This is an optimization exercise on Yosys and OpenROAD, whose aim is a short achievable clock period and few clock cycles per item, not a production implementation.
Function was checked by simulation only, so behaviour that the tests miss may differ from the original.

==> inputs of run a <==
==> flow/design.v <==
`timescale 1ns/1ps
package hash_pkg;
  localparam logic [1:0] OP_NOP    = 2'd0;
  localparam logic [1:0] OP_SEARCH = 2'd1;
  localparam logic [1:0] OP_INSERT = 2'd2;
  localparam logic [1:0] OP_DELETE = 2'd3;
  localparam logic [2:0] RES_MISS     = 3'd0;   
  localparam logic [2:0] RES_FOUND    = 3'd1;
  localparam logic [2:0] RES_INSERTED = 3'd2;   
  localparam logic [2:0] RES_UPDATED  = 3'd3;   
  localparam logic [2:0] RES_FULL     = 3'd4;
  localparam logic [2:0] RES_DELETED  = 3'd5;
  localparam int KEY_WIDTH       = 16;
  localparam int VAL_WIDTH       = 16;
  localparam int NUM_SLOTS       = 4;
  localparam int SLOT_WIDTH      = KEY_WIDTH + VAL_WIDTH;   
  localparam int LINE_WIDTH      = NUM_SLOTS * SLOT_WIDTH;   
  localparam int SLOT_SEL_WIDTH  = $clog2(NUM_SLOTS);
  localparam int MAX_INDEX_WIDTH = 8;
  localparam int CTX_INDEX_LSB = 0;
  localparam int CTX_DATA_LSB  = MAX_INDEX_WIDTH;
  localparam int CTX_KEY_LSB   = CTX_DATA_LSB + VAL_WIDTH;
  localparam int CTX_OP_LSB    = CTX_KEY_LSB + KEY_WIDTH;
  localparam int CTX_WIDTH     = CTX_OP_LSB + 2;
  localparam int RESULT_WIDTH = 3 + VAL_WIDTH;
endpackage
`timescale 1ns/1ps
module process_engine #(
  parameter int INDEX_WIDTH  = 4,
  parameter int READ_LATENCY = 2
) (
  input  logic                           clock,
  input  logic                           reset,
  input  logic                           input_valid,
  input  logic [1:0]                     opcode,
  input  logic [hash_pkg::KEY_WIDTH-1:0] key,
  input  logic [hash_pkg::VAL_WIDTH-1:0] wr_data,
  output logic                           stall,
  output logic                           output_valid,
  output logic [hash_pkg::VAL_WIDTH-1:0] val_out,
  output logic [2:0]                     rescode
);
  localparam int NB = 16;                   
  localparam int NS = hash_pkg::NUM_SLOTS;  
  localparam int NE = NB * NS;              
  localparam int KW = hash_pkg::KEY_WIDTH;
  localparam int VW = hash_pkg::VAL_WIDTH;
  logic [NE-1:0]    t_valid;
  logic [NE*KW-1:0] t_key;
  logic [NE*VW-1:0] t_val;
  assign stall = 1'b0;
  logic [3:0]  in_hash;
  assign in_hash = key[3:0] ^ key[7:4] ^ key[11:8] ^ key[15:12];
  logic          a_v;
  logic [1:0]    a_op;
  logic [KW-1:0] a_key;
  logic [VW-1:0] a_data;
  logic [NB-1:0] a_boh;    
  logic          a_kz;     
  always_ff @(posedge clock) begin
    a_v    <= !reset && input_valid && (opcode != hash_pkg::OP_NOP);
    a_op   <= opcode;
    a_key  <= key;
    a_data <= wr_data;
    a_boh  <= NB'(1) << in_hash;
    a_kz   <= (key == '0);
  end
  logic [NE-1:0] a_match;
  logic [NS-1:0] a_hit;     
  logic [NS-1:0] a_free;    
  always_comb begin
    for (int e = 0; e < NE; e++) begin
      a_match[e] = t_valid[e] && (t_key[e*KW +: KW] == a_key);
    end
    for (int s = 0; s < NS; s++) begin
      a_hit[s]  = 1'b0;
      a_free[s] = 1'b1;
      for (int b = 0; b < NB; b++) begin
        a_hit[s]  = a_hit[s] | a_match[b*NS+s];
        a_free[s] = a_free[s] & !(a_boh[b] && t_valid[b*NS+s]);
      end
    end
  end
  logic          b_v;
  logic [1:0]    b_op;
  logic [KW-1:0] b_key;
  logic [VW-1:0] b_data;
  logic [NB-1:0] b_boh;
  logic          b_kz;
  logic [NS-1:0] b_hit;
  logic [NS-1:0] b_free;
  logic          b_sk;     
  logic          b_sb;     
  always_ff @(posedge clock) begin
    b_v    <= !reset && a_v;
    b_op   <= a_op;
    b_key  <= a_key;
    b_data <= a_data;
    b_boh  <= a_boh;
    b_kz   <= a_kz;
    b_hit  <= a_hit;
    b_free <= a_free;
    b_sk   <= b_v && (b_key == a_key);
    b_sb   <= b_v && (b_boh == a_boh);
  end
  logic          c_v;
  logic [2:0]    c_code;
  logic          c_prs;    
  logic [NS-1:0] c_slot;   
  logic [NS-1:0] c_free;   
  logic [NB-1:0] c_boh;
  logic [NS-1:0] c_rd;     
  logic [NS-1:0] hit, free, flo, wr_slot, del_slot, free_after;
  logic          any_hit, any_free, is_s, is_i, is_d, ins_new, upd, del;
  logic [2:0]    code;
  always_comb begin
    hit      = b_sk ? (c_prs ? c_slot : '0) : b_hit;
    free     = b_sb ? c_free : b_free;
    any_hit  = |hit;
    any_free = |free;
    flo[0]   = free[0];
    flo[1]   = free[1] && !free[0];
    flo[2]   = free[2] && !free[1] && !free[0];
    flo[3]   = free[3] && !free[2] && !free[1] && !free[0];
    is_s     = (b_op == hash_pkg::OP_SEARCH);
    is_i     = (b_op == hash_pkg::OP_INSERT);
    is_d     = (b_op == hash_pkg::OP_DELETE);
    upd      = b_v && is_i && any_hit;
    ins_new  = b_v && is_i && !any_hit && any_free && !b_kz;
    del      = b_v && is_d && any_hit;
    wr_slot  = (upd ? hit : '0) | (ins_new ? flo : '0);
    del_slot = del ? hit : '0;
    free_after = (free & ~(ins_new ? flo : '0)) | del_slot;
    if (is_s)      code = any_hit ? hash_pkg::RES_FOUND : hash_pkg::RES_MISS;
    else if (is_i) code = any_hit ? hash_pkg::RES_UPDATED :
                          (any_free ? hash_pkg::RES_INSERTED : hash_pkg::RES_FULL);
    else if (is_d) code = any_hit ? hash_pkg::RES_DELETED : hash_pkg::RES_MISS;
    else           code = hash_pkg::RES_MISS;
  end
  always_ff @(posedge clock) begin
    c_v    <= !reset && b_v;
    c_code <= code;
    c_prs  <= is_s ? any_hit : (is_i ? (any_hit || (any_free && !b_kz)) : 1'b0);
    c_slot <= any_hit ? hit : flo;
    c_free <= free_after;
    c_boh  <= b_boh;
    c_rd   <= is_s ? hit : '0;
  end
  for (genvar e = 0; e < NE; e++) begin : g_entry
    always_ff @(posedge clock) begin
      if (reset) begin
        t_valid[e] <= 1'b0;
      end else if (b_boh[e/NS] && wr_slot[e%NS]) begin
        t_valid[e] <= 1'b1;
      end else if (b_boh[e/NS] && del_slot[e%NS]) begin
        t_valid[e] <= 1'b0;
      end
    end
    always_ff @(posedge clock) begin
      if (b_boh[e/NS] && wr_slot[e%NS]) begin
        t_key[e*KW +: KW] <= b_key;
        t_val[e*VW +: VW] <= b_data;
      end
    end
  end
  logic [VW-1:0] rd_val;
  always_comb begin
    rd_val = '0;
    for (int e = 0; e < NE; e++) begin
      if (c_boh[e/NS] && c_rd[e%NS]) rd_val = rd_val | t_val[e*VW +: VW];
    end
  end
  always_ff @(posedge clock) begin
    output_valid <= !reset && c_v;
    rescode      <= c_code;
    val_out      <= rd_val;
  end
endmodule
==> flow/run.sh <==
#!/bin/bash
# synth_recipe.tcl (not shown) runs the flow's synth.tcl, then flattens the netlist and writes it again
# the make line also repeats each setting of config.mk as NAME=value (left out here)
make -C /OpenROAD-flow-scripts/flow DESIGN_CONFIG=/design/flow/config.mk WORK_HOME=/design/flow/orfs CLKGATE_MAP_FILE= SYNTH_SCRIPT=/design/flow/synth_recipe.tcl finish
==> flow/config.mk <==
export PLATFORM = sky130hd
export DESIGN_NAME = process_engine
export DESIGN_NICKNAME = process_engine
export VERILOG_FILES = /design/flow/design.v
export SDC_FILE = /design/flow/constraint.sdc
export NUM_CORES = 4
export LEC_CHECK = 0
export CAP_MARGIN = 20
export CORE_MARGIN = 2
export CORE_UTILIZATION = 40
export SLEW_MARGIN = 20
==> flow/constraint.sdc <==
create_clock -name core_clock -period 5.0 [get_ports {clock}]
set_input_delay 1.0000 -clock core_clock [delete_from_list [all_inputs] [get_ports {clock}]]
set_output_delay 1.0000 -clock core_clock [all_outputs]
set_load 0.01 [all_outputs]
==> run b (differences from run a) <==
--- a/flow/design.v
+++ b/flow/design.v
@@ -47,2 +47,3 @@
   localparam int VW = hash_pkg::VAL_WIDTH;
+  localparam int NP = 8;                    
   logic [NE-1:0]    t_valid;
@@ -51,10 +52,22 @@
   assign stall = 1'b0;
-  logic [3:0]  in_hash;
-  assign in_hash = key[3:0] ^ key[7:4] ^ key[11:8] ^ key[15:12];
-  logic          a_v;
-  logic [1:0]    a_op;
-  logic [KW-1:0] a_key;
-  logic [VW-1:0] a_data;
-  logic [NB-1:0] a_boh;    
-  logic          a_kz;     
+  logic          a_v, h_v, b_v, c_v, d_v;
+  logic [1:0]    a_op, h_op, b_op;
+  logic [KW-1:0] a_key, h_key, b_key, c_key, d_key;
+  logic [VW-1:0] a_data, h_data, b_data, c_data;
+  logic [NB-1:0] a_boh, h_boh, b_boh, c_boh, d_boh;   
+  logic          a_kz, h_kz, b_kz;                    
+  logic [NE-1:0] h_match;                
+  logic [NS-1:0] h_free, b_free;         
+  logic [NS-1:0] b_hit;                  
+  logic          b_sk1, b_sb1;           
+  logic          b_sk2, b_sb2;           
+  logic          b_sk3, b_sb3;           
+  logic [2:0]    c_code, d_code;
+  logic          c_prs, d_prs, e_prs;    
+  logic [NS-1:0] c_slot, d_slot, e_slot;   
+  logic [NS-1:0] c_free, d_free, e_free;   
+  logic [NS-1:0] c_wr;                   
+  logic [NS-1:0] c_del;                  
+  logic [NS-1:0] c_rd;                   
+  logic [VW-1:0] d_part [NP];            
   always_ff @(posedge clock) begin
@@ -64,3 +77,3 @@
     a_data <= wr_data;
-    a_boh  <= NB'(1) << in_hash;
+    a_boh  <= NB'(1) << (key[3:0] ^ key[7:4] ^ key[11:8] ^ key[15:12]);
     a_kz   <= (key == '0);
@@ -68,4 +81,3 @@
   logic [NE-1:0] a_match;
-  logic [NS-1:0] a_hit;     
-  logic [NS-1:0] a_free;    
+  logic [NS-1:0] a_free;
   always_comb begin
@@ -75,6 +87,4 @@
     for (int s = 0; s < NS; s++) begin
-      a_hit[s]  = 1'b0;
       a_free[s] = 1'b1;
       for (int b = 0; b < NB; b++) begin
-        a_hit[s]  = a_hit[s] | a_match[b*NS+s];
         a_free[s] = a_free[s] & !(a_boh[b] && t_valid[b*NS+s]);
@@ -83,32 +93,38 @@
   end
-  logic          b_v;
-  logic [1:0]    b_op;
-  logic [KW-1:0] b_key;
-  logic [VW-1:0] b_data;
-  logic [NB-1:0] b_boh;
-  logic          b_kz;
-  logic [NS-1:0] b_hit;
-  logic [NS-1:0] b_free;
-  logic          b_sk;     
-  logic          b_sb;     
-  always_ff @(posedge clock) begin
-    b_v    <= !reset && a_v;
-    b_op   <= a_op;
-    b_key  <= a_key;
-    b_data <= a_data;
-    b_boh  <= a_boh;
-    b_kz   <= a_kz;
-    b_hit  <= a_hit;
-    b_free <= a_free;
-    b_sk   <= b_v && (b_key == a_key);
-    b_sb   <= b_v && (b_boh == a_boh);
-  end
-  logic          c_v;
-  logic [2:0]    c_code;
-  logic          c_prs;    
-  logic [NS-1:0] c_slot;   
-  logic [NS-1:0] c_free;   
-  logic [NB-1:0] c_boh;
-  logic [NS-1:0] c_rd;     
-  logic [NS-1:0] hit, free, flo, wr_slot, del_slot, free_after;
+  always_ff @(posedge clock) begin
+    h_v     <= !reset && a_v;
+    h_op    <= a_op;
+    h_key   <= a_key;
+    h_data  <= a_data;
+    h_boh   <= a_boh;
+    h_kz    <= a_kz;
+    h_match <= a_match;
+    h_free  <= a_free;
+  end
+  logic [NS-1:0] h_hit;
+  always_comb begin
+    for (int s = 0; s < NS; s++) begin
+      h_hit[s] = 1'b0;
+      for (int b = 0; b < NB; b++) begin
+        h_hit[s] = h_hit[s] | h_match[b*NS+s];
+      end
+    end
+  end
+  always_ff @(posedge clock) begin
+    b_v    <= !reset && h_v;
+    b_op   <= h_op;
+    b_key  <= h_key;
+    b_data <= h_data;
+    b_boh  <= h_boh;
+    b_kz   <= h_kz;
+    b_hit  <= h_hit;
+    b_free <= h_free;
+    b_sk1  <= b_v && (b_key == h_key);
+    b_sb1  <= b_v && (b_boh == h_boh);
+    b_sk2  <= c_v && (c_key == h_key);
+    b_sb2  <= c_v && (c_boh == h_boh);
+    b_sk3  <= d_v && (d_key == h_key);
+    b_sb3  <= d_v && (d_boh == h_boh);
+  end
+  logic [NS-1:0] hit, free, flo, wr_slot, del_slot;
   logic          any_hit, any_free, is_s, is_i, is_d, ins_new, upd, del;
@@ -116,4 +132,10 @@
   always_comb begin
-    hit      = b_sk ? (c_prs ? c_slot : '0) : b_hit;
-    free     = b_sb ? c_free : b_free;
+    if (b_sk1)      hit = c_prs ? c_slot : '0;
+    else if (b_sk2) hit = d_prs ? d_slot : '0;
+    else if (b_sk3) hit = e_prs ? e_slot : '0;
+    else            hit = b_hit;
+    if (b_sb1)      free = c_free;
+    else if (b_sb2) free = d_free;
+    else if (b_sb3) free = e_free;
+    else            free = b_free;
     any_hit  = |hit;
@@ -132,3 +154,2 @@
     del_slot = del ? hit : '0;
-    free_after = (free & ~(ins_new ? flo : '0)) | del_slot;
     if (is_s)      code = any_hit ? hash_pkg::RES_FOUND : hash_pkg::RES_MISS;
@@ -141,2 +162,5 @@
     c_v    <= !reset && b_v;
+    c_key  <= b_key;
+    c_data <= b_data;
+    c_boh  <= b_boh;
     c_code <= code;
@@ -144,4 +168,5 @@
     c_slot <= any_hit ? hit : flo;
-    c_free <= free_after;
-    c_boh  <= b_boh;
+    c_free <= (free & ~(ins_new ? flo : '0)) | del_slot;
+    c_wr   <= wr_slot;
+    c_del  <= del_slot;
     c_rd   <= is_s ? hit : '0;
@@ -152,5 +177,5 @@
         t_valid[e] <= 1'b0;
-      end else if (b_boh[e/NS] && wr_slot[e%NS]) begin
+      end else if (c_v && c_boh[e/NS] && c_wr[e%NS]) begin
         t_valid[e] <= 1'b1;
-      end else if (b_boh[e/NS] && del_slot[e%NS]) begin
+      end else if (c_v && c_boh[e/NS] && c_del[e%NS]) begin
         t_valid[e] <= 1'b0;
@@ -159,19 +184,35 @@
     always_ff @(posedge clock) begin
-      if (b_boh[e/NS] && wr_slot[e%NS]) begin
-        t_key[e*KW +: KW] <= b_key;
-        t_val[e*VW +: VW] <= b_data;
-      end
-    end
-  end
-  logic [VW-1:0] rd_val;
-  always_comb begin
-    rd_val = '0;
-    for (int e = 0; e < NE; e++) begin
-      if (c_boh[e/NS] && c_rd[e%NS]) rd_val = rd_val | t_val[e*VW +: VW];
-    end
-  end
-  always_ff @(posedge clock) begin
-    output_valid <= !reset && c_v;
-    rescode      <= c_code;
-    val_out      <= rd_val;
+      if (c_v && c_boh[e/NS] && c_wr[e%NS]) begin
+        t_key[e*KW +: KW] <= c_key;
+        t_val[e*VW +: VW] <= c_data;
+      end
+    end
+  end
+  logic [VW-1:0] rd_part [NP];
+  always_comb begin
+    for (int g = 0; g < NP; g++) begin
+      rd_part[g] = '0;
+      for (int e = g*NE/NP; e < (g+1)*NE/NP; e++) begin
+        if (c_boh[e/NS] && c_rd[e%NS]) rd_part[g] = rd_part[g] | t_val[e*VW +: VW];
+      end
+    end
+  end
+  always_ff @(posedge clock) begin
+    d_v    <= !reset && c_v;
+    d_key  <= c_key;
+    d_boh  <= c_boh;
+    d_code <= c_code;
+    d_prs  <= c_prs;
+    d_slot <= c_slot;
+    d_free <= c_free;
+    for (int g = 0; g < NP; g++) d_part[g] <= rd_part[g];
+  end
+  always_ff @(posedge clock) begin
+    output_valid <= !reset && d_v;
+    rescode      <= d_code;
+    val_out      <= d_part[0] | d_part[1] | d_part[2] | d_part[3] |
+                    d_part[4] | d_part[5] | d_part[6] | d_part[7];
+    e_prs        <= d_prs;
+    e_slot       <= d_slot;
+    e_free       <= d_free;
   end
- ABC_CLOCK_PERIOD_IN_PS: unset -> 2000
- CORE_UTILIZATION: 40 -> 70
- CTS_CLUSTER_DIAMETER: unset -> 80
- CTS_CLUSTER_SIZE: unset -> 25
- SETUP_SLACK_MARGIN: unset -> 3.0
==> out/metrics.yaml <==
outcome: "finished clean"
crit_cells: 1
p_seq_share_pct: 65.2
synth_area_mm2: 0.09443
fin_crit_ps: 2293
multi_input_area_share_pct: 20.57
pre_cts_ws_ps: 2310
netlist_instances: 5699
r2r_end: "t_val[802]"
pg_comb_mw: 1.51
-- figures above: run b

==> out/metrics.yaml <==
outcome: "finished clean"
synth_area_mm2: 0.08745
crit_cells: 8
pg_comb_mw: 1.03
dieArea_mm2: 0.2224
multi_input_area_share_pct: 20.00
pre_cts_ws_ps: 1161
-- figures above: run a

Testbench counts of run a, summed over its fixed seeds: cycles 16,032, items 16,000.
Testbench counts of run b, summed over its fixed seeds: cycles 16,048, items 16,000.

-- separate check: timing with driven ports --
No port has a modelled driver above. Below, the same layouts with a new extraction and two added sets of constraints.
Step 1, drivers: a clkbuf_16 drives clock and a buf_2 each remaining input, both assumed.
Step 2, shift: input delay + t, output delay - t, t = (earliest + latest rising clock arrival at the registers) / 2. This alone moves slack from input paths to output paths.
a / b / c = ideal ports / drivers / drivers and shift; a / b = the first two.
run | t, ns | slack for setup (ns) | latest minus earliest clock arrival (ns) | worst register clock-pin slew, ns
run a | 0.972 | 1.025 / 1.025 / 1.025 | 0.089 / 0.089 | 0.07 / 0.07
run b | 0.882 | 2.707 / 2.627 / 2.516 | 0.048 / 0.048 | 0.11 / 0.11
After both steps setup and hold are still met in every run listed. The setup slack of run b, which loses most, moves by -0.080 ns with the drivers and by -0.191 ns with both steps.
